Context: an optimization exercise on an open-source flow, tuned for small area. The choices shown serve that exercise and are no tape-out recipe. RTL that was checked went through simulation tests only; none was proved equivalent to the original. The RTL of run 1 was laid out without a check of its function. Power and IR drop assume default switching activity.

[config.mk]
export PLATFORM = sky130hd
export DESIGN_NAME = requant_top
export DESIGN_NICKNAME = requant_top
export VERILOG_FILES = /design/flow/design.v
export SDC_FILE = /design/flow/constraint.sdc
export NUM_CORES = 4
export LEC_CHECK = 0
export CAP_MARGIN = 20
export CORE_MARGIN = 2
export CORE_UTILIZATION = 40
export GPL_TIMING_DRIVEN = 0
export SLEW_MARGIN = 20
export SYNTH_HIERARCHICAL = 1
[constraint.sdc]
create_clock -name core_clock -period 6.5 [get_ports {clk}]
set_input_delay 1.3000 -clock core_clock [delete_from_list [all_inputs] [get_ports {clk}]]
set_output_delay 1.3000 -clock core_clock [all_outputs]
set_load 0.01 [all_outputs]
[design.v]
package requant_pkg;
    localparam int ACC_W   = 22;
    localparam int MANT_W  = 9;
    localparam int PROD_W  = 2 * MANT_W;
    localparam int ACT_W   = 8;
    localparam int SHIFT_W = 5;
    typedef logic signed [ACC_W-1:0] acc_t;
    typedef logic signed [MANT_W-1:0] mant_t;
    typedef logic signed [PROD_W-1:0] prod_t;
    typedef logic signed [ACT_W-1:0] act_t;
    typedef logic [SHIFT_W-1:0] shift_t;
    typedef enum logic [1:0] {
        WIN_13 = 2'd0,
        WIN_8  = 2'd1,
        WIN_5  = 2'd2,
        WIN_3  = 2'd3
    } win_lo_t;
    localparam act_t ACT_MAX = 8'sh7f;
    localparam act_t ACT_MIN = 8'sh80;
endpackage
`timescale 1ns/1ps
module rq_fa (
    input  logic a,
    input  logic b,
    input  logic ci,
    output logic s,
    output logic co
);
    assign s  = a ^ b ^ ci;
    assign co = (a & b) | (a & ci) | (b & ci);
endmodule
module rq_fa1 (
    input  logic a,
    input  logic b,
    output logic s,
    output logic co
);
    rq_xnor2 u_s  (.a(a), .b(b), .y(s));
    rq_or2   u_co (.a(a), .b(b), .y(co));
endmodule
module rq_xnor2 (
    input  logic a,
    input  logic b,
    output logic y
);
    assign y = ~(a ^ b);
endmodule
module rq_or2 (
    input  logic a,
    input  logic b,
    output logic y
);
    assign y = a | b;
endmodule
module rq_ha (
    input  logic a,
    input  logic b,
    output logic s,
    output logic co
);
    assign s  = a ^ b;
    assign co = a & b;
endmodule
`timescale 1ns/1ps
import requant_pkg::*;
module scale_table
#(
    parameter int DN     = 6,
    parameter int GROUPS = 4
) (
    input  logic                        clk,
    input  logic                        rst_n,
    input  logic                        scale_we,
    input  logic [$clog2(GROUPS)-1:0]   scale_addr,
    input  logic [DN*MANT_W-1:0]        scale_wdata,
    input  logic [$clog2(GROUPS)-1:0]   grp,
    output logic [DN*MANT_W-1:0]        rd_scale,
    output logic                        rd_zero
);
    localparam int WW = DN * MANT_W;
    logic [GROUPS*WW-1:0] mem;
    logic [GROUPS-1:0]    wr_seen;
    for (genvar g = 0; g < GROUPS; g++) begin : g_word
        always_ff @(posedge clk) begin
            if (scale_we && scale_addr == g) begin
                mem[g*WW +: WW] <= scale_wdata;
            end
        end
        always_ff @(posedge clk or negedge rst_n) begin
            if (!rst_n) begin
                wr_seen[g] <= 1'b0;
            end else if (scale_we && scale_addr == g) begin
                wr_seen[g] <= 1'b1;
            end
        end
    end
    logic [GROUPS-1:0] rd_sel;
    always_comb begin
        for (int g = 0; g < GROUPS; g++) begin
            rd_sel[g] = (grp == g);
        end
    end
    for (genvar b = 0; b < WW; b++) begin : g_rd
        rq_sel4 u_sel (
            .d ({mem[3*WW + b], mem[2*WW + b], mem[WW + b], mem[b]}),
            .s (rd_sel),
            .y (rd_scale[b])
        );
    end
    assign rd_zero = !wr_seen[grp];
endmodule
module rq_sel4 (
    input  logic [3:0] d,
    input  logic [3:0] s,
    output logic       y
);
    assign y = (d[0] & s[0]) | (d[1] & s[1]) | (d[2] & s[2]) | (d[3] & s[3]);
endmodule
`timescale 1ns/1ps
import requant_pkg::*;
module requant_top
#(
    parameter int DN     = 6,
    parameter int GROUPS = 4
) (
    input  logic                        clk,
    input  logic                        rst_n,
    input  logic [DN*ACC_W-1:0]         acc_data,
    input  logic                        acc_valid,
    input  logic [$clog2(GROUPS)-1:0]   grp,
    input  logic [SHIFT_W-1:0]          n,
    input  logic                        relu_en,
    input  logic                        scale_we,
    input  logic [$clog2(GROUPS)-1:0]   scale_addr,
    input  logic [DN*MANT_W-1:0]        scale_wdata,
    output logic [DN*ACT_W-1:0]         act_data,
    output logic                        act_valid
);
    logic [DN*MANT_W-1:0] rd_scale;
    logic                 rd_zero;
    scale_table #(
        .DN          (DN),
        .GROUPS      (GROUPS)
    ) u_scale_table (
        .clk         (clk),
        .rst_n       (rst_n),
        .scale_we    (scale_we),
        .scale_addr  (scale_addr),
        .scale_wdata (scale_wdata),
        .grp         (grp),
        .rd_scale    (rd_scale),
        .rd_zero     (rd_zero)
    );
    logic relu_q;
    logic zero_q;
    always_ff @(posedge clk) begin
        relu_q <= relu_en;
        zero_q <= rd_zero;
    end
    for (genvar i = 0; i < DN; i++) begin : g_lane
        logic [ACC_W-1:0]   a;
        logic [MANT_W-1:0]  scl;
        logic               run16, run13, run11;
        logic [MANT_W-1:0]  win;
        logic [SHIFT_W-1:0] lo;
        logic [PROD_W-1:0]  prod;
        logic [PROD_W-1:0]  prod_q;
        logic [SHIFT_W-1:0] sh_q;
        assign a   = acc_data[i*ACC_W +: ACC_W];
        assign scl = rd_scale[i*MANT_W +: MANT_W];
        always_comb begin
            run16 = (a[ACC_W-1:16] == {6{a[ACC_W-1]}});
            run13 = (a[ACC_W-1:13] == {9{a[ACC_W-1]}});
            run11 = (a[ACC_W-1:11] == {11{a[ACC_W-1]}});
            if (!run16) begin
                lo  = 5'd13;
                win = a[21:13];
            end else if (!run13) begin
                lo  = 5'd8;
                win = a[16:8];
            end else if (!run11) begin
                lo  = 5'd5;
                win = a[13:5];
            end else begin
                lo  = 5'd3;
                win = a[11:3];
            end
        end
        logic ppn_0_0;
        logic ppn_0_1;
        logic ppn_0_2;
        logic ppn_0_3;
        logic ppn_0_4;
        logic ppn_0_5;
        logic ppn_0_6;
        logic ppn_0_7;
        logic ppn_0_8;
        logic ppn_1_0;
        logic ppn_1_1;
        logic ppn_1_2;
        logic ppn_1_3;
        logic ppn_1_4;
        logic ppn_1_5;
        logic ppn_1_6;
        logic ppn_1_7;
        logic ppn_1_8;
        logic ppn_2_0;
        logic ppn_2_1;
        logic ppn_2_2;
        logic ppn_2_3;
        logic ppn_2_4;
        logic ppn_2_5;
        logic ppn_2_6;
        logic ppn_2_7;
        logic ppn_2_8;
        logic ppn_3_0;
        logic ppn_3_1;
        logic ppn_3_2;
        logic ppn_3_3;
        logic ppn_3_4;
        logic ppn_3_5;
        logic ppn_3_6;
        logic ppn_3_7;
        logic ppn_3_8;
        logic ppn_4_0;
        logic ppn_4_1;
        logic ppn_4_2;
        logic ppn_4_3;
        logic ppn_4_4;
        logic ppn_4_5;
        logic ppn_4_6;
        logic ppn_4_7;
        logic ppn_4_8;
        logic ppn_5_0;
        logic ppn_5_1;
        logic ppn_5_2;
        logic ppn_5_3;
        logic ppn_5_4;
        logic ppn_5_5;
        logic ppn_5_6;
        logic ppn_5_7;
        logic ppn_5_8;
        logic ppn_6_0;
        logic ppn_6_1;
        logic ppn_6_2;
        logic ppn_6_3;
        logic ppn_6_4;
        logic ppn_6_5;
        logic ppn_6_6;
        logic ppn_6_7;
        logic ppn_6_8;
        logic ppn_7_0;
        logic ppn_7_1;
        logic ppn_7_2;
        logic ppn_7_3;
        logic ppn_7_4;
        logic ppn_7_5;
        logic ppn_7_6;
        logic ppn_7_7;
        logic ppn_7_8;
        logic ppn_8_0;
        logic ppn_8_1;
        logic ppn_8_2;
        logic ppn_8_3;
        logic ppn_8_4;
        logic ppn_8_5;
        logic ppn_8_6;
        logic ppn_8_7;
        logic ppn_8_8;
        logic ts0;
        logic tc0;
        logic ts1;
        logic tc1;
        logic ts2;
        logic tc2;
        logic ts3;
        logic tc3;
        logic ts4;
        logic tc4;
        logic ts5;
        logic tc5;
        logic ts6;
        logic tc6;
        logic ts7;
        logic tc7;
        logic ts8;
        logic tc8;
        logic ts9;
        logic tc9;
        logic ts10;
        logic tc10;
        logic ts11;
        logic tc11;
        logic ts12;
        logic tc12;
        logic ts13;
        logic tc13;
        logic ts14;
        logic tc14;
        logic ts15;
        logic tc15;
        logic ts16;
        logic tc16;
        logic ts17;
        logic tc17;
        logic ts18;
        logic tc18;
        logic ts19;
        logic tc19;
        logic ts20;
        logic tc20;
        logic ts21;
        logic tc21;
        logic ts22;
        logic tc22;
        logic ts23;
        logic tc23;
        logic ts24;
        logic tc24;
        logic ts25;
        logic tc25;
        logic ts26;
        logic tc26;
        logic ts27;
        logic tc27;
        logic ts28;
        logic tc28;
        logic ts29;
        logic tc29;
        logic ts30;
        logic tc30;
        logic ts31;
        logic tc31;
        logic ts32;
        logic tc32;
        logic ts33;
        logic tc33;
        logic ts34;
        logic tc34;
        logic ts35;
        logic tc35;
        logic ts36;
        logic tc36;
        logic ts37;
        logic tc37;
        logic ts38;
        logic tc38;
        logic ts39;
        logic tc39;
        logic ts40;
        logic tc40;
        logic ts41;
        logic tc41;
        logic ts42;
        logic tc42;
        logic ts43;
        logic tc43;
        logic ts44;
        logic tc44;
        logic ts45;
        logic tc45;
        logic ts46;
        logic tc46;
        logic ts47;
        logic tc47;
        logic ts48;
        logic tc48;
        logic ts49;
        logic tc49;
        logic ts50;
        logic tc50;
        logic ts51;
        logic tc51;
        logic ts52;
        logic tc52;
        logic ts53;
        logic tc53;
        logic ts54;
        logic tc54;
        logic ts55;
        logic tc55;
        logic [17:0] r0n, r1n;
        logic [18:0] ac;
        logic [17:0] sm;
        logic pg_p4, pg_g4;
        logic pg_p5, pg_g5;
        logic pg_p6, pg_g6;
        logic pg_p7, pg_g7;
        logic pg_p8, pg_g8;
        logic pg_p9, pg_g9;
        logic pg_p10, pg_g10;
        logic pg_p11, pg_g11;
        logic pg_p12, pg_g12;
        logic pg_p13, pg_g13;
        logic pg_p14, pg_g14;
        logic pg_p15, pg_g15;
        logic pg_p16, pg_g16;
        logic pg_p17, pg_g17;
        logic pf_g0;
        logic pf_gx0;
        logic pf_gx1;
        logic pf_px1;
        logic pf_gx2;
        logic pf_px2;
        logic pf_gx3;
        logic pf_px3;
        logic pf_gx4;
        logic pf_px4;
        logic pf_gx5;
        logic pf_px5;
        logic pf_gx6;
        logic pf_px6;
        logic pf_gx7;
        logic pf_gx8;
        logic pf_px8;
        logic pf_gx9;
        logic pf_px9;
        logic pf_gx10;
        logic pf_gx11;
        logic pf_gx12;
        logic pf_gx13;
        logic pf_gx14;
        logic pf_gx15;
        logic pf_gx16;
        logic pf_gx17;
        logic pf_gx18;
        logic pf_gx19;
        logic pf_gx20;
        assign ppn_0_0 = ~(win[0] & scl[0]);
        assign ppn_0_1 = ~(win[0] & scl[1]);
        assign ppn_0_2 = ~(win[0] & scl[2]);
        assign ppn_0_3 = ~(win[0] & scl[3]);
        assign ppn_0_4 = ~(win[0] & scl[4]);
        assign ppn_0_5 = ~(win[0] & scl[5]);
        assign ppn_0_6 = ~(win[0] & scl[6]);
        assign ppn_0_7 = ~(win[0] & scl[7]);
        assign ppn_0_8 = win[0] & scl[8];
        assign ppn_1_0 = ~(win[1] & scl[0]);
        assign ppn_1_1 = ~(win[1] & scl[1]);
        assign ppn_1_2 = ~(win[1] & scl[2]);
        assign ppn_1_3 = ~(win[1] & scl[3]);
        assign ppn_1_4 = ~(win[1] & scl[4]);
        assign ppn_1_5 = ~(win[1] & scl[5]);
        assign ppn_1_6 = ~(win[1] & scl[6]);
        assign ppn_1_7 = ~(win[1] & scl[7]);
        assign ppn_1_8 = win[1] & scl[8];
        assign ppn_2_0 = ~(win[2] & scl[0]);
        assign ppn_2_1 = ~(win[2] & scl[1]);
        assign ppn_2_2 = ~(win[2] & scl[2]);
        assign ppn_2_3 = ~(win[2] & scl[3]);
        assign ppn_2_4 = ~(win[2] & scl[4]);
        assign ppn_2_5 = ~(win[2] & scl[5]);
        assign ppn_2_6 = ~(win[2] & scl[6]);
        assign ppn_2_7 = ~(win[2] & scl[7]);
        assign ppn_2_8 = win[2] & scl[8];
        assign ppn_3_0 = ~(win[3] & scl[0]);
        assign ppn_3_1 = ~(win[3] & scl[1]);
        assign ppn_3_2 = ~(win[3] & scl[2]);
        assign ppn_3_3 = ~(win[3] & scl[3]);
        assign ppn_3_4 = ~(win[3] & scl[4]);
        assign ppn_3_5 = ~(win[3] & scl[5]);
        assign ppn_3_6 = ~(win[3] & scl[6]);
        assign ppn_3_7 = ~(win[3] & scl[7]);
        assign ppn_3_8 = win[3] & scl[8];
        assign ppn_4_0 = ~(win[4] & scl[0]);
        assign ppn_4_1 = ~(win[4] & scl[1]);
        assign ppn_4_2 = ~(win[4] & scl[2]);
        assign ppn_4_3 = ~(win[4] & scl[3]);
        assign ppn_4_4 = ~(win[4] & scl[4]);
        assign ppn_4_5 = ~(win[4] & scl[5]);
        assign ppn_4_6 = ~(win[4] & scl[6]);
        assign ppn_4_7 = ~(win[4] & scl[7]);
        assign ppn_4_8 = win[4] & scl[8];
        assign ppn_5_0 = ~(win[5] & scl[0]);
        assign ppn_5_1 = ~(win[5] & scl[1]);
        assign ppn_5_2 = ~(win[5] & scl[2]);
        assign ppn_5_3 = ~(win[5] & scl[3]);
        assign ppn_5_4 = ~(win[5] & scl[4]);
        assign ppn_5_5 = ~(win[5] & scl[5]);
        assign ppn_5_6 = ~(win[5] & scl[6]);
        assign ppn_5_7 = ~(win[5] & scl[7]);
        assign ppn_5_8 = win[5] & scl[8];
        assign ppn_6_0 = ~(win[6] & scl[0]);
        assign ppn_6_1 = ~(win[6] & scl[1]);
        assign ppn_6_2 = ~(win[6] & scl[2]);
        assign ppn_6_3 = ~(win[6] & scl[3]);
        assign ppn_6_4 = ~(win[6] & scl[4]);
        assign ppn_6_5 = ~(win[6] & scl[5]);
        assign ppn_6_6 = ~(win[6] & scl[6]);
        assign ppn_6_7 = ~(win[6] & scl[7]);
        assign ppn_6_8 = win[6] & scl[8];
        assign ppn_7_0 = ~(win[7] & scl[0]);
        assign ppn_7_1 = ~(win[7] & scl[1]);
        assign ppn_7_2 = ~(win[7] & scl[2]);
        assign ppn_7_3 = ~(win[7] & scl[3]);
        assign ppn_7_4 = ~(win[7] & scl[4]);
        assign ppn_7_5 = ~(win[7] & scl[5]);
        assign ppn_7_6 = ~(win[7] & scl[6]);
        assign ppn_7_7 = ~(win[7] & scl[7]);
        assign ppn_7_8 = win[7] & scl[8];
        assign ppn_8_0 = win[8] & scl[0];
        assign ppn_8_1 = win[8] & scl[1];
        assign ppn_8_2 = win[8] & scl[2];
        assign ppn_8_3 = win[8] & scl[3];
        assign ppn_8_4 = win[8] & scl[4];
        assign ppn_8_5 = win[8] & scl[5];
        assign ppn_8_6 = win[8] & scl[6];
        assign ppn_8_7 = win[8] & scl[7];
        assign ppn_8_8 = ~(win[8] & scl[8]);
        rq_fa1 u_fa0 (.a(ppn_0_6), .b(ppn_1_5), .s(ts0), .co(tc0));
        rq_fa u_fa1 (.a(ppn_0_7), .b(ppn_1_6), .ci(ppn_2_5), .s(ts1), .co(tc1));
        rq_fa1 u_fa2 (.a(ppn_3_4), .b(ppn_4_3), .s(ts2), .co(tc2));
        rq_fa u_fa3 (.a(ppn_0_8), .b(ppn_1_7), .ci(ppn_2_6), .s(ts3), .co(tc3));
        rq_fa u_fa4 (.a(ppn_3_5), .b(ppn_4_4), .ci(ppn_5_3), .s(ts4), .co(tc4));
        rq_fa1 u_fa5 (.a(ppn_6_2), .b(ppn_7_1), .s(ts5), .co(tc5));
        rq_fa u_fa6 (.a(ppn_1_8), .b(ppn_2_7), .ci(ppn_3_6), .s(ts6), .co(tc6));
        rq_fa u_fa7 (.a(ppn_4_5), .b(ppn_5_4), .ci(ppn_6_3), .s(ts7), .co(tc7));
        rq_ha u_fa8 (.a(ppn_7_2), .b(ppn_8_1), .s(ts8), .co(tc8));
        rq_fa u_fa9 (.a(ppn_2_8), .b(ppn_3_7), .ci(ppn_4_6), .s(ts9), .co(tc9));
        rq_fa u_fa10 (.a(ppn_5_5), .b(ppn_6_4), .ci(ppn_7_3), .s(ts10), .co(tc10));
        rq_fa u_fa11 (.a(ppn_3_8), .b(ppn_4_7), .ci(ppn_5_6), .s(ts11), .co(tc11));
        rq_fa1 u_fa12 (.a(ppn_0_4), .b(ppn_1_3), .s(ts12), .co(tc12));
        rq_fa u_fa13 (.a(ppn_0_5), .b(ppn_1_4), .ci(ppn_2_3), .s(ts13), .co(tc13));
        rq_fa1 u_fa14 (.a(ppn_3_2), .b(ppn_4_1), .s(ts14), .co(tc14));
        rq_fa u_fa15 (.a(ppn_2_4), .b(ppn_3_3), .ci(ppn_4_2), .s(ts15), .co(tc15));
        rq_fa u_fa16 (.a(ppn_5_1), .b(ppn_6_0), .ci(ts0), .s(ts16), .co(tc16));
        rq_fa u_fa17 (.a(ppn_5_2), .b(ppn_6_1), .ci(ppn_7_0), .s(ts17), .co(tc17));
        rq_fa u_fa18 (.a(tc0), .b(ts1), .ci(ts2), .s(ts18), .co(tc18));
        rq_fa u_fa19 (.a(ppn_8_0), .b(tc1), .ci(tc2), .s(ts19), .co(tc19));
        rq_fa u_fa20 (.a(ts3), .b(ts4), .ci(ts5), .s(ts20), .co(tc20));
        rq_fa u_fa21 (.a(tc3), .b(tc4), .ci(tc5), .s(ts21), .co(tc21));
        rq_fa u_fa22 (.a(ts6), .b(ts7), .ci(ts8), .s(ts22), .co(tc22));
        rq_fa u_fa23 (.a(ppn_8_2), .b(tc6), .ci(tc7), .s(ts23), .co(tc23));
        rq_fa u_fa24 (.a(tc8), .b(ts9), .ci(ts10), .s(ts24), .co(tc24));
        rq_fa u_fa25 (.a(ppn_6_5), .b(ppn_7_4), .ci(ppn_8_3), .s(ts25), .co(tc25));
        rq_fa u_fa26 (.a(tc9), .b(tc10), .ci(ts11), .s(ts26), .co(tc26));
        rq_fa u_fa27 (.a(ppn_4_8), .b(ppn_5_7), .ci(ppn_6_6), .s(ts27), .co(tc27));
        rq_fa u_fa28 (.a(ppn_7_5), .b(ppn_8_4), .ci(tc11), .s(ts28), .co(tc28));
        rq_fa u_fa29 (.a(ppn_5_8), .b(ppn_6_7), .ci(ppn_7_6), .s(ts29), .co(tc29));
        rq_fa1 u_fa30 (.a(ppn_0_3), .b(ppn_1_2), .s(ts30), .co(tc30));
        rq_fa u_fa31 (.a(ppn_2_2), .b(ppn_3_1), .ci(ppn_4_0), .s(ts31), .co(tc31));
        rq_fa u_fa32 (.a(ppn_5_0), .b(tc12), .ci(ts13), .s(ts32), .co(tc32));
        rq_fa u_fa33 (.a(tc13), .b(tc14), .ci(ts15), .s(ts33), .co(tc33));
        rq_fa u_fa34 (.a(tc15), .b(tc16), .ci(ts17), .s(ts34), .co(tc34));
        rq_fa u_fa35 (.a(tc17), .b(tc18), .ci(ts19), .s(ts35), .co(tc35));
        rq_fa u_fa36 (.a(tc19), .b(tc20), .ci(ts21), .s(ts36), .co(tc36));
        rq_fa u_fa37 (.a(tc21), .b(tc22), .ci(ts23), .s(ts37), .co(tc37));
        rq_fa u_fa38 (.a(tc23), .b(tc24), .ci(ts25), .s(ts38), .co(tc38));
        rq_fa u_fa39 (.a(tc25), .b(tc26), .ci(ts27), .s(ts39), .co(tc39));
        rq_fa u_fa40 (.a(ppn_8_5), .b(tc27), .ci(tc28), .s(ts40), .co(tc40));
        rq_fa u_fa41 (.a(ppn_6_8), .b(ppn_7_7), .ci(ppn_8_6), .s(ts41), .co(tc41));
        rq_fa1 u_fa42 (.a(ppn_0_2), .b(ppn_1_1), .s(ts42), .co(tc42));
        rq_fa u_fa43 (.a(ppn_2_1), .b(ppn_3_0), .ci(ts30), .s(ts43), .co(tc43));
        rq_fa u_fa44 (.a(ts12), .b(tc30), .ci(ts31), .s(ts44), .co(tc44));
        rq_fa u_fa45 (.a(ts14), .b(tc31), .ci(ts32), .s(ts45), .co(tc45));
        rq_fa u_fa46 (.a(ts16), .b(tc32), .ci(ts33), .s(ts46), .co(tc46));
        rq_fa u_fa47 (.a(ts18), .b(tc33), .ci(ts34), .s(ts47), .co(tc47));
        rq_fa u_fa48 (.a(ts20), .b(tc34), .ci(ts35), .s(ts48), .co(tc48));
        rq_fa u_fa49 (.a(ts22), .b(tc35), .ci(ts36), .s(ts49), .co(tc49));
        rq_fa u_fa50 (.a(ts24), .b(tc36), .ci(ts37), .s(ts50), .co(tc50));
        rq_fa u_fa51 (.a(ts26), .b(tc37), .ci(ts38), .s(ts51), .co(tc51));
        rq_fa u_fa52 (.a(ts28), .b(tc38), .ci(ts39), .s(ts52), .co(tc52));
        rq_fa u_fa53 (.a(ts29), .b(tc39), .ci(ts40), .s(ts53), .co(tc53));
        rq_fa u_fa54 (.a(tc29), .b(tc40), .ci(ts41), .s(ts54), .co(tc54));
        rq_fa u_fa55 (.a(ppn_7_8), .b(ppn_8_7), .ci(tc41), .s(ts55), .co(tc55));
        assign r0n = {1'b0, ppn_8_8, tc54, tc53, tc52, tc51, tc50, tc49, tc48, tc47, tc46, tc45, tc44, tc43, tc42, ppn_2_0, ppn_0_1, ppn_0_0};
        assign r1n = {1'b1, tc55, ts55, ts54, ts53, ts52, ts51, ts50, ts49, ts48, ts47, ts46, ts45, ts44, ts43, ts42, ppn_1_0, 1'b1};
        assign ac[0] = 1'b1;
        rq_fa u_cpa0 (.a(r0n[0]), .b(r1n[0]), .ci(ac[0]), .s(sm[0]), .co(ac[1]));
        rq_fa u_cpa1 (.a(r0n[1]), .b(r1n[1]), .ci(ac[1]), .s(sm[1]), .co(ac[2]));
        rq_fa u_cpa2 (.a(r0n[2]), .b(r1n[2]), .ci(ac[2]), .s(sm[2]), .co(ac[3]));
        rq_fa u_cpa3 (.a(r0n[3]), .b(r1n[3]), .ci(ac[3]), .s(sm[3]), .co(ac[4]));
        assign pg_p4 = r0n[4] ^ r1n[4];
        assign pg_g4 = r0n[4] & r1n[4];
        assign pg_p5 = r0n[5] ^ r1n[5];
        assign pg_g5 = r0n[5] & r1n[5];
        assign pg_p6 = r0n[6] ^ r1n[6];
        assign pg_g6 = r0n[6] & r1n[6];
        assign pg_p7 = r0n[7] ^ r1n[7];
        assign pg_g7 = r0n[7] & r1n[7];
        assign pg_p8 = r0n[8] ^ r1n[8];
        assign pg_g8 = r0n[8] & r1n[8];
        assign pg_p9 = r0n[9] ^ r1n[9];
        assign pg_g9 = r0n[9] & r1n[9];
        assign pg_p10 = r0n[10] ^ r1n[10];
        assign pg_g10 = r0n[10] & r1n[10];
        assign pg_p11 = r0n[11] ^ r1n[11];
        assign pg_g11 = r0n[11] & r1n[11];
        assign pg_p12 = r0n[12] ^ r1n[12];
        assign pg_g12 = r0n[12] & r1n[12];
        assign pg_p13 = r0n[13] ^ r1n[13];
        assign pg_g13 = r0n[13] & r1n[13];
        assign pg_p14 = r0n[14] ^ r1n[14];
        assign pg_g14 = r0n[14] & r1n[14];
        assign pg_p15 = r0n[15] ^ r1n[15];
        assign pg_g15 = r0n[15] & r1n[15];
        assign pg_p16 = r0n[16] ^ r1n[16];
        assign pg_g16 = r0n[16] & r1n[16];
        assign pg_p17 = r0n[17] ^ r1n[17];
        assign pg_g17 = r0n[17] & r1n[17];
        assign pf_g0 = pg_g4 | (pg_p4 & ac[4]);
        assign pf_gx0 = pg_g5 | (pg_p5 & pf_g0);
        assign pf_gx1 = pg_g7 | (pg_p7 & pg_g6);
        assign pf_px1 = pg_p7 & pg_p6;
        assign pf_gx2 = pg_g9 | (pg_p9 & pg_g8);
        assign pf_px2 = pg_p9 & pg_p8;
        assign pf_gx3 = pg_g11 | (pg_p11 & pg_g10);
        assign pf_px3 = pg_p11 & pg_p10;
        assign pf_gx4 = pg_g13 | (pg_p13 & pg_g12);
        assign pf_px4 = pg_p13 & pg_p12;
        assign pf_gx5 = pg_g15 | (pg_p15 & pg_g14);
        assign pf_px5 = pg_p15 & pg_p14;
        assign pf_gx6 = pg_g17 | (pg_p17 & pg_g16);
        assign pf_px6 = pg_p17 & pg_p16;
        assign pf_gx7 = pf_gx1 | (pf_px1 & pf_gx0);
        assign pf_gx8 = pf_gx3 | (pf_px3 & pf_gx2);
        assign pf_px8 = pf_px3 & pf_px2;
        assign pf_gx9 = pf_gx5 | (pf_px5 & pf_gx4);
        assign pf_px9 = pf_px5 & pf_px4;
        assign pf_gx10 = pf_gx8 | (pf_px8 & pf_gx7);
        assign pf_gx11 = pf_gx9 | (pf_px9 & pf_gx10);
        assign pf_gx12 = pf_gx2 | (pf_px2 & pf_gx7);
        assign pf_gx13 = pf_gx4 | (pf_px4 & pf_gx10);
        assign pf_gx14 = pf_gx6 | (pf_px6 & pf_gx11);
        assign pf_gx15 = pg_g6 | (pg_p6 & pf_gx0);
        assign pf_gx16 = pg_g8 | (pg_p8 & pf_gx7);
        assign pf_gx17 = pg_g10 | (pg_p10 & pf_gx12);
        assign pf_gx18 = pg_g12 | (pg_p12 & pf_gx10);
        assign pf_gx19 = pg_g14 | (pg_p14 & pf_gx13);
        assign pf_gx20 = pg_g16 | (pg_p16 & pf_gx11);
        assign ac[5] = pf_g0;
        assign sm[4] = pg_p4 ^ ac[4];
        assign ac[6] = pf_gx0;
        assign sm[5] = pg_p5 ^ ac[5];
        assign ac[7] = pf_gx15;
        assign sm[6] = pg_p6 ^ ac[6];
        assign ac[8] = pf_gx7;
        assign sm[7] = pg_p7 ^ ac[7];
        assign ac[9] = pf_gx16;
        assign sm[8] = pg_p8 ^ ac[8];
        assign ac[10] = pf_gx12;
        assign sm[9] = pg_p9 ^ ac[9];
        assign ac[11] = pf_gx17;
        assign sm[10] = pg_p10 ^ ac[10];
        assign ac[12] = pf_gx10;
        assign sm[11] = pg_p11 ^ ac[11];
        assign ac[13] = pf_gx18;
        assign sm[12] = pg_p12 ^ ac[12];
        assign ac[14] = pf_gx13;
        assign sm[13] = pg_p13 ^ ac[13];
        assign ac[15] = pf_gx19;
        assign sm[14] = pg_p14 ^ ac[14];
        assign ac[16] = pf_gx11;
        assign sm[15] = pg_p15 ^ ac[15];
        assign ac[17] = pf_gx20;
        assign sm[16] = pg_p16 ^ ac[16];
        assign ac[18] = pf_gx14;
        assign sm[17] = pg_p17 ^ ac[17];
        assign prod = ~sm;
        always_ff @(posedge clk) begin
            prod_q <= prod;
            sh_q   <= n - lo;
        end
        logic               sgn;
        logic [26:0]        e;
        logic [23:0]        s4;
        logic [14:0]        s3;
        logic [10:0]        s2;
        logic [8:0]         s1;
        logic [7:0]         s0;
        logic [7:0]         f8;
        logic               g;
        logic               fits;
        logic [18:8]        run;
        logic [7:0]         cy;
        logic               p01, p23, p45, p0123;
        logic               zero;
        logic [ACT_W-1:0]   res;
        always_comb begin
            sgn = prod_q[PROD_W-1];
            e   = {{8{sgn}}, prod_q, 1'b0};
            for (int k = 0; k < 24; k++) s4[k] = (sh_q[4] && k < 10) ? e[k+16] : e[k];
            for (int k = 0; k < 15; k++) s3[k] = sh_q[3] ? s4[k+8] : s4[k];
            for (int k = 0; k < 11; k++) s2[k] = sh_q[2] ? s3[k+4] : s3[k];
            for (int k = 0; k < 9;  k++) s1[k] = sh_q[1] ? s2[k+2] : s2[k];
            for (int k = 0; k < 8;  k++) s0[k] = sh_q[0] ? s1[k+1] : s1[k];
            g  = s0[0];
            f8 = {sgn, s0[7:1]};
            run[18] = 1'b1;
            for (int k = 17; k >= 8; k--) begin
                run[k] = run[k+1] & (e[k] == sgn);
            end
            fits = (sh_q >= 5'd11) ? 1'b1 : run[sh_q + 5'd8];
            zero = (sh_q >= 5'd18) || zero_q || (relu_q && sgn);
            p01   = f8[0] & f8[1];
            p23   = f8[2] & f8[3];
            p45   = f8[4] & f8[5];
            p0123 = p01 & p23;
            cy[0] = g;
            cy[1] = g & f8[0];
            cy[2] = g & p01;
            cy[3] = g & p01 & f8[2];
            cy[4] = g & p0123;
            cy[5] = g & p0123 & f8[4];
            cy[6] = g & p0123 & p45;
            cy[7] = g & p0123 & p45 & f8[6];
            if (zero) begin
                res = '0;
            end else if (!fits || (cy[7] && !f8[7])) begin
                res = sgn ? ACT_MIN : ACT_MAX;
            end else begin
                res = f8 ^ cy;
            end
        end
        assign act_data[i*ACT_W +: ACT_W] = res;
    end
    always_ff @(posedge clk or negedge rst_n) begin
        if (!rst_n) begin
            act_valid <= 1'b0;
        end else begin
            act_valid <= acc_valid;
        end
    end
endmodule
[flow/run.sh]
#!/bin/bash
set -euo pipefail
here=$(pwd)
export BUFFER_PORTS_ARGS="-buffer_cell sky130_fd_sc_hd__buf_1"
export CTS_ARGS="-sink_clustering_enable -repair_clock_nets -dont_use_dummy_load -buf_list sky130_fd_sc_hd__clkbuf_4 -sink_clustering_size 10 -sink_clustering_max_diameter 50"
export RECOVER_POWER=100
export POST_GLOBAL_ROUTE_TCL="$here/flow/post_grt.tcl"
export PRE_GLOBAL_PLACE_TCL="$here/flow/pre_gpl.tcl"
bash standard.sh > standard.log 2>&1
[flow/post_grt.tcl]
# after power recovery: fix any slew / capacitance limit it broke, and any
# setup path it slowed too far, then legalize and reroute what changed
global_route -start_incremental
repair_design -slew_margin $::env(SLEW_MARGIN) -cap_margin $::env(CAP_MARGIN)
repair_timing -setup -setup_margin 0.05 -repair_tns 100
detailed_placement
global_route -end_incremental
estimate_parasitics -global_routing
report_check_types -max_slew -max_capacitance -violators
report_worst_slack -max
[flow/pre_gpl.tcl]
# drop the buffers synthesis inserted; placement-aware repair re-buffers
# where a net needs it
remove_buffers
[standard.sh]
#!/bin/bash
# synth_recipe.tcl (not shown) runs the flow's synth.tcl, then flattens the netlist and writes it again
# the make line also repeats each setting of config.mk as NAME=value (left out here)
make -C /OpenROAD-flow-scripts/flow DESIGN_CONFIG=/design/flow/config.mk WORK_HOME=/design/flow/orfs CLKGATE_MAP_FILE= SYNTH_SCRIPT=/design/flow/synth_recipe.tcl "${@:-finish}"
==> summary.txt, run 1 <==
outcome=timing/DRC/antenna clean; average wire per standard cell=19.3 µm; critical path launch point type=input port; DPL Wire Length=64200 µm; Clk Tree Root Cell=clkbuf_4; peak supply drop=0.000178 V; fraction of registers with async set/reset=0.0139; post-CTS sizing=21; Critical Path RT=7170 ps; Layout Area Growth over Synthesis=8.10%; Slew @ Worst Pin=1070 ps; kind of critical path=in -> reg; TritonRoute pass-1 iters=5; DRT Wirelength=85300 µm; initial core utilization=0.404; P per Cell Area=346 nW/µm²; crit path DAT=6970 ps; CTS Hold Bufs=0; Antenna Nets Post-Route=0; DRC=0; Crit. End Element=flip-flop; postcts setup bufs=2; Reg2Reg Launch Point=u_scale_table.mem[148]$_DFFE_PP_; GPL Wtd Cong=0.841; Synth warnings=86; footprint of the multi-input gates=22700 µm²; # H-tree levels=2; worst-path fanout max=17; reg2reg end=g_lane[4].prod_q[16]$_DFF_P_; Synth Flop Type=edfxtp_1; post-layout net count=4037; I/O Buffers=230; distinct cell type count after synthesis=78; share of post-route cells with drive strength above 1=0.104; max cap viols=0; vias in the first global route=25095; pin count of the biggest net entering global routing=55; Layout fillers=7928; number of synthesized flops with an enable pin=216; fin crit share=0.970; total design power=12.4 mW; largest cells by area after synthesis=fa_1, edfxtp_1, dfxtp_1, nand2_1, mux4_2; Worst Setup SP=acc_data[43]; Site Rows=105; Die Area=85100 µm²; Chip Height=292 µm; Cells after Synth=3172; Worst Skew=126 ps; Hold WC Path Type=in -> async; Synth Register Bits=361; TritonCTS clock tree=done; antenna violations before repair=28; via count=24600; worst hold slack=380 ps; commonest non-fill, non-tap cell in the layout=nand2_1; most frequent cells in the layout=nand2_1, fa_1, buf_1, edfxtp_1, inv_1; clk latency of the worst-skew pair=780 ps; first-pass GRT wire length=136000 µm; worst reg-to-reg path cell count=14; area share of the leading cell type in the synthesized netlist=0.221; num ports=249; final setup fails=0; largest area contributor in the netlist=fa_1; gr usage total=0.199; Leak Pwr=13.3 nW; DRT iter0 DRCs=1647; FMAX=159 MHz; syn_area_per_cell=10.4 µm²; Reg area=9430 µm²; relative slew slack=0.287; clk buf depth=3; clock slew at reported path FFs=110 ps; Final min period=6300 ps; Fin. Hold Viols=0; clk sink count=361; flop2flop setup slack=1590 ps; fin. max-slew vios=0; synthesized area=33100 µm²; total CTS buffers=50; sequential share of the synthesized area=0.284; Core Area=82000 µm²; GR Overflow Total=0; Via density=5.57; Die W=292 µm; final setup TNS=0 ps; crit path to=g_lane[1].prod_q[16]$_DFF_P_
per-stage QoR:
step | area [µm²] | util | cells | setup WS, ps
3_3_place_gp | 34700 | 0.423 | 4315 | -3150
2_1_floorplan | 33200 | - | 3183 | -47.2
6_report | 35800 | 0.437 | 4413 | 198
3_5_place_dp | 35000 | 0.427 | 4333 | -1350
4_1_cts | 35500 | 0.433 | 4385 | 5.99
final cells by class:
cell class,count,share of cell area
repair buffers,263,0.0338
multi-input cells,2458,0.633
inverters,199,0.0211
clock buffers,50,0.0105
diodes,12,0.000839
well taps,1070,0.0374
flip-flops and latches,361,0.263
per-module statistics from Yosys, one instance, submodules excluded, a selection:
module,copies in the design,cells,flops+latches
rq_fa,312,1,0
rq_sel4,54,3,0
rq_ha,6,1,0
requant_top,1,2373,141
rq_xnor2,42,1,0
rq_or2,42,1,0
layer usage:
layer	share of wire	track usage	vias to the layer above
li1	-	-	11480
met1	0.44	0.267	12235
met2	0.47	0.325	691
met3	0.069	0.0419	156
met4	0.025	0.0585	38
met5	0.0027	0	-
kinds of logic after synthesis:
| family | synth area share |
|---|---|
| simple gates | 0.139 |
| compound gates | 0.120 |
| fa+ha+maj | 0.273 |
| buf+inv | 0.0443 |
| flops | 0.284 |
| mux | 0.110 |
| xor+xnor | 0.0286 |
| other cells | 0.000113 |
registers in the layout, summed over array words and instances (netlist names):
name                   count
g_lane.sh_q               30
act_valid                  1
zero_q                     1
u_scale_table.mem        216
g_lane.prod_q            108
u_scale_table.wr_seen      4
relu_q                     1
power by group:
group,switching [mW],internal (mW)
registers,0.670,2.97
clock network,0.708,0.350
logic,3.97,3.72
total,5.34,7.04
Yosys cell counts, types with 11 or more instances:
| cell type | instances |
|---|---|
| buf_2 | 44 |
| xnor2_1 | 77 |
| nand2b_1 | 19 |
| inv_1 | 189 |
| nor2_1 | 115 |
| mux4_2 | 80 |
| a21oi_1 | 104 |
| fa_1 | 366 |
| buf_1 | 60 |
| or2_1 | 42 |
| nor2b_1 | 34 |
| dfxtp_1 | 140 |
| o22ai_1 | 25 |
| and2_1 | 108 |
| nor3_1 | 51 |
| a31oi_1 | 25 |
| ha_1 | 138 |
| mux2_2 | 78 |
| a21o_1 | 26 |
| or3_1 | 19 |
| nand2_1 | 540 |
| clkbuf_1 | 57 |
| o211ai_1 | 26 |
| or4_1 | 11 |
| edfxtp_1 | 216 |
| xor2_1 | 31 |
| a211oi_1 | 46 |
| o21ai_0 | 61 |
| mux2i_1 | 97 |
| nand3_1 | 17 |
| a22oi_1 | 108 |
| nor4_1 | 12 |
| o21a_1 | 33 |
critical path: stages:
cell and delay, ps:
clkbuf_2 250, or4_1 670, o32a_2 480, a211oi_1 220, a21o_2 230, nand2_1 110
fa_1 520, fa_1 440, fa_1 550, fa_1 470, ha_1 220, or3_1 370
o221ai_1 230, a21oi_1 160, o41ai_2 270, fa_1 480
how the worst min path moves through the flow:
stage                                               startpoint                              endpoint  slack, ps  cells after the start
after floorplan           u_scale_table.wr_seen[3]$_DFFE_PN0P_  u_scale_table.wr_seen[3]$_DFFE_PN0P_        430                      1
after global placement    u_scale_table.wr_seen[0]$_DFFE_PN0P_  u_scale_table.wr_seen[0]$_DFFE_PN0P_        450                      1
after detailed placement  u_scale_table.wr_seen[0]$_DFFE_PN0P_  u_scale_table.wr_seen[0]$_DFFE_PN0P_        460                      1
after CTS                                                rst_n  u_scale_table.wr_seen[2]$_DFFE_PN0P_        280                      1
final                                                    rst_n  u_scale_table.wr_seen[2]$_DFFE_PN0P_        380                      1
==> run 2, diff against run 1 <==
--- a/design.v
+++ b/design.v
@@ -383,4 +383,6 @@
         logic [18:0] ac;
         logic [17:0] sm;
+        logic pg_p2, pg_g2;
+        logic pg_p3, pg_g3;
         logic pg_p4, pg_g4;
         logic pg_p5, pg_g5;
@@ -412,14 +414,19 @@
         logic pf_px6;
         logic pf_gx7;
+        logic pf_px7;
         logic pf_gx8;
-        logic pf_px8;
         logic pf_gx9;
-        logic pf_px9;
         logic pf_gx10;
+        logic pf_px10;
         logic pf_gx11;
+        logic pf_px11;
         logic pf_gx12;
+        logic pf_px12;
         logic pf_gx13;
+        logic pf_px13;
         logic pf_gx14;
+        logic pf_px14;
         logic pf_gx15;
+        logic pf_px15;
         logic pf_gx16;
         logic pf_gx17;
@@ -427,4 +434,19 @@
         logic pf_gx19;
         logic pf_gx20;
+        logic pf_px20;
+        logic pf_gx21;
+        logic pf_px21;
+        logic pf_gx22;
+        logic pf_px22;
+        logic pf_gx23;
+        logic pf_px23;
+        logic pf_gx24;
+        logic pf_gx25;
+        logic pf_gx26;
+        logic pf_gx27;
+        logic pf_gx28;
+        logic pf_gx29;
+        logic pf_gx30;
+        logic pf_gx31;
         assign ppn_0_0 = ~(win[0] & scl[0]);
         assign ppn_0_1 = ~(win[0] & scl[1]);
@@ -569,6 +591,8 @@
         rq_fa u_cpa0 (.a(r0n[0]), .b(r1n[0]), .ci(ac[0]), .s(sm[0]), .co(ac[1]));
         rq_fa u_cpa1 (.a(r0n[1]), .b(r1n[1]), .ci(ac[1]), .s(sm[1]), .co(ac[2]));
-        rq_fa u_cpa2 (.a(r0n[2]), .b(r1n[2]), .ci(ac[2]), .s(sm[2]), .co(ac[3]));
-        rq_fa u_cpa3 (.a(r0n[3]), .b(r1n[3]), .ci(ac[3]), .s(sm[3]), .co(ac[4]));
+        assign pg_p2 = r0n[2] ^ r1n[2];
+        assign pg_g2 = r0n[2] & r1n[2];
+        assign pg_p3 = r0n[3] ^ r1n[3];
+        assign pg_g3 = r0n[3] & r1n[3];
         assign pg_p4 = r0n[4] ^ r1n[4];
         assign pg_g4 = r0n[4] & r1n[4];
@@ -599,61 +623,85 @@
         assign pg_p17 = r0n[17] ^ r1n[17];
         assign pg_g17 = r0n[17] & r1n[17];
-        assign pf_g0 = pg_g4 | (pg_p4 & ac[4]);
-        assign pf_gx0 = pg_g5 | (pg_p5 & pf_g0);
-        assign pf_gx1 = pg_g7 | (pg_p7 & pg_g6);
-        assign pf_px1 = pg_p7 & pg_p6;
-        assign pf_gx2 = pg_g9 | (pg_p9 & pg_g8);
-        assign pf_px2 = pg_p9 & pg_p8;
-        assign pf_gx3 = pg_g11 | (pg_p11 & pg_g10);
-        assign pf_px3 = pg_p11 & pg_p10;
-        assign pf_gx4 = pg_g13 | (pg_p13 & pg_g12);
-        assign pf_px4 = pg_p13 & pg_p12;
-        assign pf_gx5 = pg_g15 | (pg_p15 & pg_g14);
-        assign pf_px5 = pg_p15 & pg_p14;
-        assign pf_gx6 = pg_g17 | (pg_p17 & pg_g16);
-        assign pf_px6 = pg_p17 & pg_p16;
-        assign pf_gx7 = pf_gx1 | (pf_px1 & pf_gx0);
-        assign pf_gx8 = pf_gx3 | (pf_px3 & pf_gx2);
-        assign pf_px8 = pf_px3 & pf_px2;
-        assign pf_gx9 = pf_gx5 | (pf_px5 & pf_gx4);
-        assign pf_px9 = pf_px5 & pf_px4;
-        assign pf_gx10 = pf_gx8 | (pf_px8 & pf_gx7);
-        assign pf_gx11 = pf_gx9 | (pf_px9 & pf_gx10);
-        assign pf_gx12 = pf_gx2 | (pf_px2 & pf_gx7);
-        assign pf_gx13 = pf_gx4 | (pf_px4 & pf_gx10);
-        assign pf_gx14 = pf_gx6 | (pf_px6 & pf_gx11);
-        assign pf_gx15 = pg_g6 | (pg_p6 & pf_gx0);
-        assign pf_gx16 = pg_g8 | (pg_p8 & pf_gx7);
-        assign pf_gx17 = pg_g10 | (pg_p10 & pf_gx12);
-        assign pf_gx18 = pg_g12 | (pg_p12 & pf_gx10);
-        assign pf_gx19 = pg_g14 | (pg_p14 & pf_gx13);
-        assign pf_gx20 = pg_g16 | (pg_p16 & pf_gx11);
-        assign ac[5] = pf_g0;
+        assign pf_g0 = pg_g2 | (pg_p2 & ac[2]);
+        assign pf_gx0 = pg_g3 | (pg_p3 & pf_g0);
+        assign pf_gx1 = pg_g5 | (pg_p5 & pg_g4);
+        assign pf_px1 = pg_p5 & pg_p4;
+        assign pf_gx2 = pg_g7 | (pg_p7 & pg_g6);
+        assign pf_px2 = pg_p7 & pg_p6;
+        assign pf_gx3 = pg_g9 | (pg_p9 & pg_g8);
+        assign pf_px3 = pg_p9 & pg_p8;
+        assign pf_gx4 = pg_g11 | (pg_p11 & pg_g10);
+        assign pf_px4 = pg_p11 & pg_p10;
+        assign pf_gx5 = pg_g13 | (pg_p13 & pg_g12);
+        assign pf_px5 = pg_p13 & pg_p12;
+        assign pf_gx6 = pg_g15 | (pg_p15 & pg_g14);
+        assign pf_px6 = pg_p15 & pg_p14;
+        assign pf_gx7 = pg_g17 | (pg_p17 & pg_g16);
+        assign pf_px7 = pg_p17 & pg_p16;
+        assign pf_gx8 = pg_g4 | (pg_p4 & pf_gx0);
+        assign pf_gx9 = pf_gx1 | (pf_px1 & pf_gx0);
+        assign pf_gx10 = pg_g8 | (pg_p8 & pf_gx2);
+        assign pf_px10 = pg_p8 & pf_px2;
+        assign pf_gx11 = pf_gx3 | (pf_px3 & pf_gx2);
+        assign pf_px11 = pf_px3 & pf_px2;
+        assign pf_gx12 = pg_g12 | (pg_p12 & pf_gx4);
+        assign pf_px12 = pg_p12 & pf_px4;
+        assign pf_gx13 = pf_gx5 | (pf_px5 & pf_gx4);
+        assign pf_px13 = pf_px5 & pf_px4;
+        assign pf_gx14 = pg_g16 | (pg_p16 & pf_gx6);
+        assign pf_px14 = pg_p16 & pf_px6;
+        assign pf_gx15 = pf_gx7 | (pf_px7 & pf_gx6);
+        assign pf_px15 = pf_px7 & pf_px6;
+        assign pf_gx16 = pg_g6 | (pg_p6 & pf_gx9);
+        assign pf_gx17 = pf_gx2 | (pf_px2 & pf_gx9);
+        assign pf_gx18 = pf_gx10 | (pf_px10 & pf_gx9);
+        assign pf_gx19 = pf_gx11 | (pf_px11 & pf_gx9);
+        assign pf_gx20 = pg_g14 | (pg_p14 & pf_gx13);
+        assign pf_px20 = pg_p14 & pf_px13;
+        assign pf_gx21 = pf_gx6 | (pf_px6 & pf_gx13);
+        assign pf_px21 = pf_px6 & pf_px13;
+        assign pf_gx22 = pf_gx14 | (pf_px14 & pf_gx13);
+        assign pf_px22 = pf_px14 & pf_px13;
+        assign pf_gx23 = pf_gx15 | (pf_px15 & pf_gx13);
+        assign pf_px23 = pf_px15 & pf_px13;
+        assign pf_gx24 = pg_g10 | (pg_p10 & pf_gx19);
+        assign pf_gx25 = pf_gx4 | (pf_px4 & pf_gx19);
+        assign pf_gx26 = pf_gx12 | (pf_px12 & pf_gx19);
+        assign pf_gx27 = pf_gx13 | (pf_px13 & pf_gx19);
+        assign pf_gx28 = pf_gx20 | (pf_px20 & pf_gx19);
+        assign pf_gx29 = pf_gx21 | (pf_px21 & pf_gx19);
+        assign pf_gx30 = pf_gx22 | (pf_px22 & pf_gx19);
+        assign pf_gx31 = pf_gx23 | (pf_px23 & pf_gx19);
+        assign ac[3] = pf_g0;
+        assign sm[2] = pg_p2 ^ ac[2];
+        assign ac[4] = pf_gx0;
+        assign sm[3] = pg_p3 ^ ac[3];
+        assign ac[5] = pf_gx8;
         assign sm[4] = pg_p4 ^ ac[4];
-        assign ac[6] = pf_gx0;
+        assign ac[6] = pf_gx9;
         assign sm[5] = pg_p5 ^ ac[5];
-        assign ac[7] = pf_gx15;
+        assign ac[7] = pf_gx16;
         assign sm[6] = pg_p6 ^ ac[6];
-        assign ac[8] = pf_gx7;
+        assign ac[8] = pf_gx17;
         assign sm[7] = pg_p7 ^ ac[7];
-        assign ac[9] = pf_gx16;
+        assign ac[9] = pf_gx18;
         assign sm[8] = pg_p8 ^ ac[8];
-        assign ac[10] = pf_gx12;
+        assign ac[10] = pf_gx19;
         assign sm[9] = pg_p9 ^ ac[9];
-        assign ac[11] = pf_gx17;
+        assign ac[11] = pf_gx24;
         assign sm[10] = pg_p10 ^ ac[10];
-        assign ac[12] = pf_gx10;
+        assign ac[12] = pf_gx25;
         assign sm[11] = pg_p11 ^ ac[11];
-        assign ac[13] = pf_gx18;
+        assign ac[13] = pf_gx26;
         assign sm[12] = pg_p12 ^ ac[12];
-        assign ac[14] = pf_gx13;
+        assign ac[14] = pf_gx27;
         assign sm[13] = pg_p13 ^ ac[13];
-        assign ac[15] = pf_gx19;
+        assign ac[15] = pf_gx28;
         assign sm[14] = pg_p14 ^ ac[14];
-        assign ac[16] = pf_gx11;
+        assign ac[16] = pf_gx29;
         assign sm[15] = pg_p15 ^ ac[15];
-        assign ac[17] = pf_gx20;
+        assign ac[17] = pf_gx30;
         assign sm[16] = pg_p16 ^ ac[16];
-        assign ac[18] = pf_gx14;
+        assign ac[18] = pf_gx31;
         assign sm[17] = pg_p17 ^ ac[17];
         assign prod = ~sm;
@@ -672,5 +720,5 @@
         logic               g;
         logic               fits;
-        logic [18:8]        run;
+        logic               ok3, ok2, ok1, ok0;
         logic [7:0]         cy;
         logic               p01, p23, p45, p0123;
@@ -687,9 +735,10 @@
             g  = s0[0];
             f8 = {sgn, s0[7:1]};
-            run[18] = 1'b1;
-            for (int k = 17; k >= 8; k--) begin
-                run[k] = run[k+1] & (e[k] == sgn);
-            end
-            fits = (sh_q >= 5'd11) ? 1'b1 : run[sh_q + 5'd8];
+            ok3  = (e[17:15] == {3{sgn}});
+            ok2  = (s3[14:11] == {4{sgn}});
+            ok1  = (s2[10:9] == {2{sgn}});
+            ok0  = (s1[8] == sgn);
+            fits = sh_q[4] || ((sh_q[3] || ok3) && (sh_q[2] || ok2) &&
+                               (sh_q[1] || ok1) && (sh_q[0] || ok0));
             zero = (sh_q >= 5'd18) || zero_q || (relu_q && sgn);
             p01   = f8[0] & f8[1];
--- a/flow/run.sh
+++ b/flow/run.sh
@@ -5,4 +5,5 @@
 export CTS_ARGS="-sink_clustering_enable -repair_clock_nets -dont_use_dummy_load -buf_list sky130_fd_sc_hd__clkbuf_4 -sink_clustering_size 10 -sink_clustering_max_diameter 50"
 export RECOVER_POWER=100
+export SKIP_CTS_REPAIR_TIMING=1
 export POST_GLOBAL_ROUTE_TCL="$here/flow/post_grt.tcl"
 export PRE_GLOBAL_PLACE_TCL="$here/flow/pre_gpl.tcl"
--- a/config.mk
+++ b/config.mk
@@ -6,8 +6,8 @@
 export NUM_CORES = 4
 export LEC_CHECK = 0
-export CAP_MARGIN = 20
+export CAP_MARGIN = 5
 export CORE_MARGIN = 2
 export CORE_UTILIZATION = 40
 export GPL_TIMING_DRIVEN = 0
-export SLEW_MARGIN = 20
+export SLEW_MARGIN = 5
 export SYNTH_HIERARCHICAL = 1
==> summary.txt, run 2 <==
kind of critical path=in -> reg; area share of the leading cell type in the synthesized netlist=0.209 (-0.0120); main combinational cell family by area after synthesis=adder cells; via count=24077 (-2.1%); DRT Wirelength=82400 µm (-3.5%); clock slew at reported path FFs=100 ps (about the same); Hold WC Path Type=in -> async; fraction of registers with async set/reset=0.0139 (unchanged); Synth warnings=86 (unchanged); clk latency of the worst-skew pair=820 ps (+40 ps); reg2reg end=g_lane[2].prod_q[16]$_DFF_P_; DRC=0 (unchanged); Core Area=79300 µm² (-3.3%); commonest non-fill, non-tap cell in the layout=nand2_1; critical path launch point type=input port; Worst Skew=83.2 ps (-42.9 ps); internal power=7.25 mW (+3.1%); flop2flop setup slack=1840 ps (+250 ps); most frequent cells in the layout=nand2_1, fa_1, buf_1; Site Rows=103 (-1.9%); Reg2Reg Launch Point=u_scale_table.mem[132]$_DFFE_PP_; Synth Register Bits=361 (unchanged); GR Overflow Total=0 (unchanged); num ports=249 (unchanged); worst-path fanout max=17 (unchanged); DPL Wire Length=62000 µm (-3.4%); Die Area=82700 µm² (-2.9%); area fraction in compound gates after synthesis=0.125 (+0.00500); sw frac=0.433 (+0.00122); post-place setup slack=-1310 ps (+42.3 ps); outcome=timing/DRC/antenna clean; Via density=5.48 (-1.7%); FMAX=160 MHz (+1.1%); Antenna Nets Post-Route=0 (unchanged); Biggest register=u_scale_table.mem; largest area contributor in the netlist=fa_1; DRT iter0 DRCs=1332 (-19%); Largest regs=u_scale_table.mem x216, g_lane.prod_q x108, g_lane.sh_q x30; GPL Wtd Cong=0.854 (+1.5%); clk buf depth=3 (unchanged); Fin. Hold Viols=0 (unchanged); max FFs per register=216 (unchanged); sequential share of power=0.271 (-0.023); Slew @ Worst Pin=1210 ps (+146 ps); Synth Area in XOR/XNOR=0.0378 (+0.00926); Post-Synth Adder-Cell Area=0.263 (-0.0105); Synth Flop Type=edfxtp_1; Crit. End Element=flip-flop; Final min period=6230 ps (-68.5 ps); Die W=288 µm (-1.4%); largest cells by area after synthesis=fa_1, edfxtp_1, dfxtp_1, nand2_1, ha_1; mux share of post-synthesis cell area=0.0917 (-0.0186); sequential share of the synthesized area=0.293 (+0.00853); first-pass GRT wire length=131000 µm (-3.9%); syn_area_per_cell=10.2 µm² (-2.3%); post-layout net count=4014 (-0.57%); Chip Height=288 µm (-1.4%); TritonCTS clock tree=done; vias in the first global route=24010 (-4.3%); gr usage total=0.199 (-0.000507); share of total power in the clock network=0.087 (+0.002); max cap viols=0 (unchanged); relative slew slack=0.190 (-0.0968); number of synthesized flops with an enable pin=216 (unchanged); peak supply drop=0.000179 V (+0.52%); final setup fails=0 (unchanged); Layout Area Growth over Synthesis=8.39%; worst hold slack=390 ps (+10.1 ps); initial core utilization=0.406 (+0.00170); antenna violations before repair=29 (+3.6%); distinct cell type count after synthesis=92 (+18%); pin count of the biggest net entering global routing=33 (-40%); crit path DAT=6940 ps (-30 ps); fin. max-slew vios=0 (unchanged); Post-Synth Simple-Gate Area=0.154 (+0.0146); top post-synthesis cells by count=nand2_1, fa_1, edfxtp_1, inv_1, dfxtp_1; TritonRoute pass-1 iters=6 (+1); fin crit share=0.959 (-0.0105); I/O Buffers=230 (unchanged); Leak Pwr=13.1 nW (-1.5%); P per Cell Area=367 nW/µm² (+6.1%); # H-tree levels=2 (unchanged); combinational fraction of design power=0.642 (+0.021); setup ws final=267 ps (+68.5 ps); Cells after Synth=3152 (-0.63%); Critical Path RT=7200 ps (+30 ps); Clk Tree Root Cell=clkbuf_4; count leader, synth=nand2_1; synthesized area=32200 µm² (-2.9%); share of post-route cells with drive strength above 1=0.0911 (-0.0131); total CTS buffers=54 (+8.0%); clk sink count=361 (unchanged); average wire per standard cell=18.7 µm (-3.1%); Switch Pwr=5.54 mW (+3.6%); worst reg-to-reg path cell count=14 (unchanged)
==> run 2: kinds of logic after synthesis <==
kind of cell / Yosys count
other: 1
buffers and inverters: 291
AOI/OAI and AO/OA: 602
and+or+nand+nor: 1067
adders and majority gates: 474
DFF: 361
xor gates and xnor gates: 138
muxes: 218
==> run 2: worst max-delay path by stage <==
stage / startpoint / endpoint / cells past startpoint
final: acc_data[109] / g_lane[4].prod_q[16]$_DFF_P_ / 17
after CTS: acc_data[65] / g_lane[2].prod_q[16]$_DFF_P_ / 17
after detailed placement: acc_data[65] / g_lane[2].prod_q[16]$_DFF_P_ / 17
after global placement: scale_addr[0] / u_scale_table.wr_seen[0]$_DFFE_PN0P_ / 3
after floorplan: grp[0] / g_lane[2].prod_q[11]$_DFF_P_ / 16
==> run 2: final cells by class <==
type	count	area, µm²
antenna	8	20.0
clock buffer	54	405
fill	7664	44400
inverter	155	586
multi-input combinational	2511	22000
sequential	361	9430
tap	1050	1310
timing repair buffer	257	1120
==> run 2: through the flow <==
step	instances	cell area (µm²)	TNS [ps]	util	power, mW
6_report	4396	34900	0	0.440	12.8
3_3_place_gp	4307	33800	-279390	0.427	11.6
2_1_floorplan	3163	32200	0	-	9.95
3_5_place_dp	4323	34100	-47800	0.430	11.7
4_1_cts	4377	34500	-5780	0.435	12.9
==> run 2: layer usage <==
layer,global-route usage,share of wire,routed length (µm)
met5,0,0.0033,268
met4,0.0438,0.017,1390
met3,0.0418,0.064,5290
met2,0.339,0.48,39800
met1,0.259,0.43,35600
==> run 2: power groups by stage <==
| stage | sequential [mW] | combinational [mW] | clock, mW |
|---|---|---|---|
| after floorplan | 3.21 | 6.75 | 0 |
| after global placement | 3.51 | 8.11 | 0 |
| final | 3.47 | 8.21 | 1.11 |
| after CTS | 3.46 | 8.27 | 1.18 |
| after detailed placement | 3.51 | 8.22 | 0 |
==> run 2: worst max-delay path: stages <==
cell      delay (ps)
clkbuf_1         590
or4_1            230
nor3_1            90
a31oi_4          590
o22a_1           580
nand2_1          180
fa_1             530
fa_1             430
fa_1             550
fa_1             460
ha_1             340
a21oi_1          140
nor2b_1           60
o21ai_0          260
nand3_1          150
a31oi_1          270
xnor2_1          150
==> run 2: per-module statistics from Yosys (local to each module, per instance), excerpt <==
module	area [µm²]	times used	flip-flops and latches	cells
rq_xnor2	8.76	42	0	1
rq_sel4	18.8	54	0	3
rq_fa	20.0	300	0	1
requant_top	17700	1	141	2365
rq_or2	6.26	42	0	1
rq_ha	12.5	6	0	1
==> run 3, diff against run 2 <==
--- a/flow/run.sh
+++ b/flow/run.sh
@@ -5,5 +5,4 @@
 export CTS_ARGS="-sink_clustering_enable -repair_clock_nets -dont_use_dummy_load -buf_list sky130_fd_sc_hd__clkbuf_4 -sink_clustering_size 10 -sink_clustering_max_diameter 50"
 export RECOVER_POWER=100
-export SKIP_CTS_REPAIR_TIMING=1
 export POST_GLOBAL_ROUTE_TCL="$here/flow/post_grt.tcl"
 export PRE_GLOBAL_PLACE_TCL="$here/flow/pre_gpl.tcl"
==> summary.txt, run 3 <==
outcome=timing/DRC/antenna clean; total CTS buffers=54 (unchanged); Final min period=6230 ps (-2.22 ps); Slew @ Worst Pin=1220 ps (+5.67 ps); # H-tree levels=2 (unchanged); GR Overflow Total=0 (unchanged); largest area contributor in the netlist=fa_1; max FFs per register=216 (unchanged); Cell Count Post-Placement=4323 (unchanged); relative slew slack=0.186 (-0.00378); Leak Pwr=13.1 nW (about the same); initial core utilization=0.406 (unchanged); Antenna Nets Post-Route=0 (unchanged); max cap viols=0 (unchanged); share of post-route cells with drive strength above 1=0.0905 (-0.000545); GPL Wtd Cong=0.854 (unchanged); antenna violations before repair=28 (-3.4%); gr usage total=0.199 (+0.000292); CTS Hold Bufs=0; Site Rows=103 (unchanged); Finished Cell Area=34800 µm² (about the same); Critical Path RT=7200 ps (about the same); peak supply drop=0.000179 V (about the same); commonest non-fill, non-tap cell in the layout=nand2_1; fin crit share=0.959 (about the same); worst reg-to-reg path cell count=14 (unchanged); clk sink count=361 (unchanged); fin. max-slew vios=0 (unchanged); top post-synthesis cells by count=nand2_1, fa_1, edfxtp_1, inv_1, dfxtp_1; clock slew at reported path FFs=100 ps (about the same); synthesized area=32200 µm² (unchanged); worst hold slack=391 ps (+0.823 ps); total design power=12.8 mW (about the same); Chip Height=288 µm (unchanged); Synth Flop Type=edfxtp_1; fin cells=4392 (-0.091%); TritonRoute pass-1 iters=5 (-1); Clk Tree Root Cell=clkbuf_4; distinct cell type count after synthesis=92 (unchanged); number of synthesized flops with an enable pin=216 (unchanged); FMAX=160 MHz (about the same); Layout Area Growth over Synthesis=8.32% (about the same); syn_area_per_cell=10.2 µm² (unchanged); clk buf depth=3 (unchanged); postcts setup bufs=0; fraction of registers with async set/reset=0.0139 (unchanged); vias in the first global route=24036 (+0.11%); Largest regs=u_scale_table.mem x216, g_lane.prod_q x108, g_lane.sh_q x30; kind of critical path=in -> reg; P per Cell Area=367 nW/µm² (+0.10%); I/O Buffers=230 (unchanged); first-pass GRT wire length=131000 µm (+0.18%); Synth warnings=86 (unchanged); area share of the leading cell type in the synthesized netlist=0.209 (unchanged); Die W=288 µm (unchanged); Synth Register Bits=361 (unchanged); Fin. Hold Viols=0 (unchanged); Worst Skew=84.5 ps (+1.31 ps); DRT Wirelength=82400 µm (about the same); average wire per standard cell=18.8 µm (+0.12%); Crit. End Element=flip-flop; DPL Wire Length=62000 µm (unchanged); post-CTS sizing=21; TritonCTS clock tree=done; Via density=5.49 (+0.15%); Die Area=82700 µm² (unchanged); Reg2Reg Launch Point=u_scale_table.mem[132]$_DFFE_PP_; worst-path fanout max=17 (unchanged); pin count of the biggest net entering global routing=33 (unchanged); sequential share of the synthesized area=0.293 (unchanged); DRC=0 (unchanged); crit path DAT=6930 ps (about the same); Hold WC Path Type=in -> async; Biggest register=u_scale_table.mem; clk latency of the worst-skew pair=820 ps (about the same); num ports=249 (unchanged); DRT iter0 DRCs=1376 (+3.3%); post-layout net count=4012 (-0.050%); final setup fails=0 (unchanged); count leader, synth=nand2_1; Cells after Synth=3152 (unchanged); Core Area=79300 µm² (unchanged); placed cell area=34100 µm² (unchanged); critical path launch point type=input port; via count=24092 (+0.062%); largest cells by area after synthesis=fa_1, edfxtp_1, dfxtp_1, nand2_1, ha_1; most frequent cells in the layout=nand2_1, fa_1, buf_1; Worst Setup SP=acc_data[109]
-- run 3: cell counts after synthesis --
Identical to the previous run, type by type.
-- run 3: per-module statistics from Yosys (local to each module, per instance), excerpt --
| module | times used | flops+latches | cells inside |
|---|---|---|---|
| rq_or2 | 42 | 0 | 1 |
| requant_top | 1 | 141 | 2365 |
| rq_fa | 300 | 0 | 1 |
| rq_ha | 6 | 0 | 1 |
| rq_xnor2 | 42 | 0 | 1 |
| rq_sel4 | 54 | 0 | 3 |
-- run 3: layout make-up --
| cell class | instances | area [µm²] |
|---|---|---|
| multi-input cells | 2511 | 22000 |
| flip-flops and latches | 361 | 9430 |
| diodes | 6 | 15.0 |
| repair buffers | 255 | 1110 |
| clock buffers | 54 | 405 |
| fillers | 7666 | 44400 |
| well taps | 1050 | 1310 |
| inverters | 155 | 586 |
-- run 3: worst max-delay path, stage by stage --
cell and delay (ps):
clkbuf_1 580, or4_1 230, nor3_1 90, a31oi_4 600
o22a_1 590, nand2_1 180, fa_1 530, fa_1 430
fa_1 550, fa_1 460, ha_1 340, a21oi_1 140
nor2b_1 60, o21ai_0 260, nand3_1 150, a31oi_1 270
xnor2_1 150
-- run 3: logic make-up after synthesis --
family	count (synthesis)	share of synthesized area
AO/OA/AOI/OAI	602	0.125
flip-flops	361	0.293
buffers and inverters	291	0.0359
other	1	0.000117
XOR/XNOR	138	0.0378
adder cells (fa/ha/maj)	474	0.263
AND/OR/NAND/NOR	1067	0.154
multiplexers	218	0.0917
-- run 3: through the flow --
stage / TNS, ps / util / setup WS, ps
after floorplan: 0 / - / 71.2
after global placement: -279390 / 0.427 / -3430
after detailed placement: -47800 / 0.430 / -1310
after CTS: 0 / 0.437 / 24.8
final: 0 / 0.439 / 269
-- run 3: path summary, 6_finish.rpt --
kind	endpoint	slack [ps]
min	act_valid$_DFF_PN0_	390
max	g_lane[4].prod_q[16]$_DFF_P_	270
max in group asynchronous	u_scale_table.wr_seen[2]$_DFFE_PN0P_	5800
max reg2reg	g_lane[2].prod_q[16]$_DFF_P_	1850
min reg2reg	u_scale_table.wr_seen[3]$_DFFE_PN0P_	470
min in group core_clock	u_scale_table.wr_seen[3]$_DFFE_PN0P_	470
-- run 3: report_power, final --
part | switching [mW] | internal, mW
registers | 0.502 | 2.97
clock network | 0.734 | 0.376
logic | 4.30 | 3.91
-- run 3: metal layers --
metal / vias to the layer above / part of all wire / routed length [µm] / global-route usage
met3: 141 / 0.062 / 5080 / 0.0407
li1: 11425 / - / - / -
met1: 11909 / 0.44 / 35900 / 0.261
met4: 42 / 0.017 / 1400 / 0.0428
met2: 575 / 0.48 / 39700 / 0.340
met5: - / 0.0032 / 264 / 0

## re-timing with driven ports
No port has a modelled driver above. Below, the same layouts with a new extraction and two added sets of constraints. Step 1 sets driving cells, clkbuf_16 on the clock port and buf_2 on the other inputs (assumed; they add their load-dependent delay and slew). Step 2 also shifts input and output timing later by t, the mid clock arrival at the registers, as if the neighbouring blocks saw the same clock. a / b / c = ideal ports / drivers / drivers and shift; a / b = the first two.
run | t (ns) | setup slack, ns | worst setup path at the end | clock arrival spread, ns
run 1 | 0.781 | 0.198 / 0.227 / -0.554 | input to register | 0.139 / 0.139
run 2 | 0.815 | 0.267 / 0.291 / -0.524 | input to register | 0.118 / 0.118
run 3 | 0.818 | 0.269 / 0.293 / -0.525 | input to register | 0.120 / 0.119
With both steps, setup timing fails in every run listed, where it was met with ideal ports. The setup slack of run 3, which loses most, moves by +0.024 ns with the drivers and by -0.794 ns with both steps.
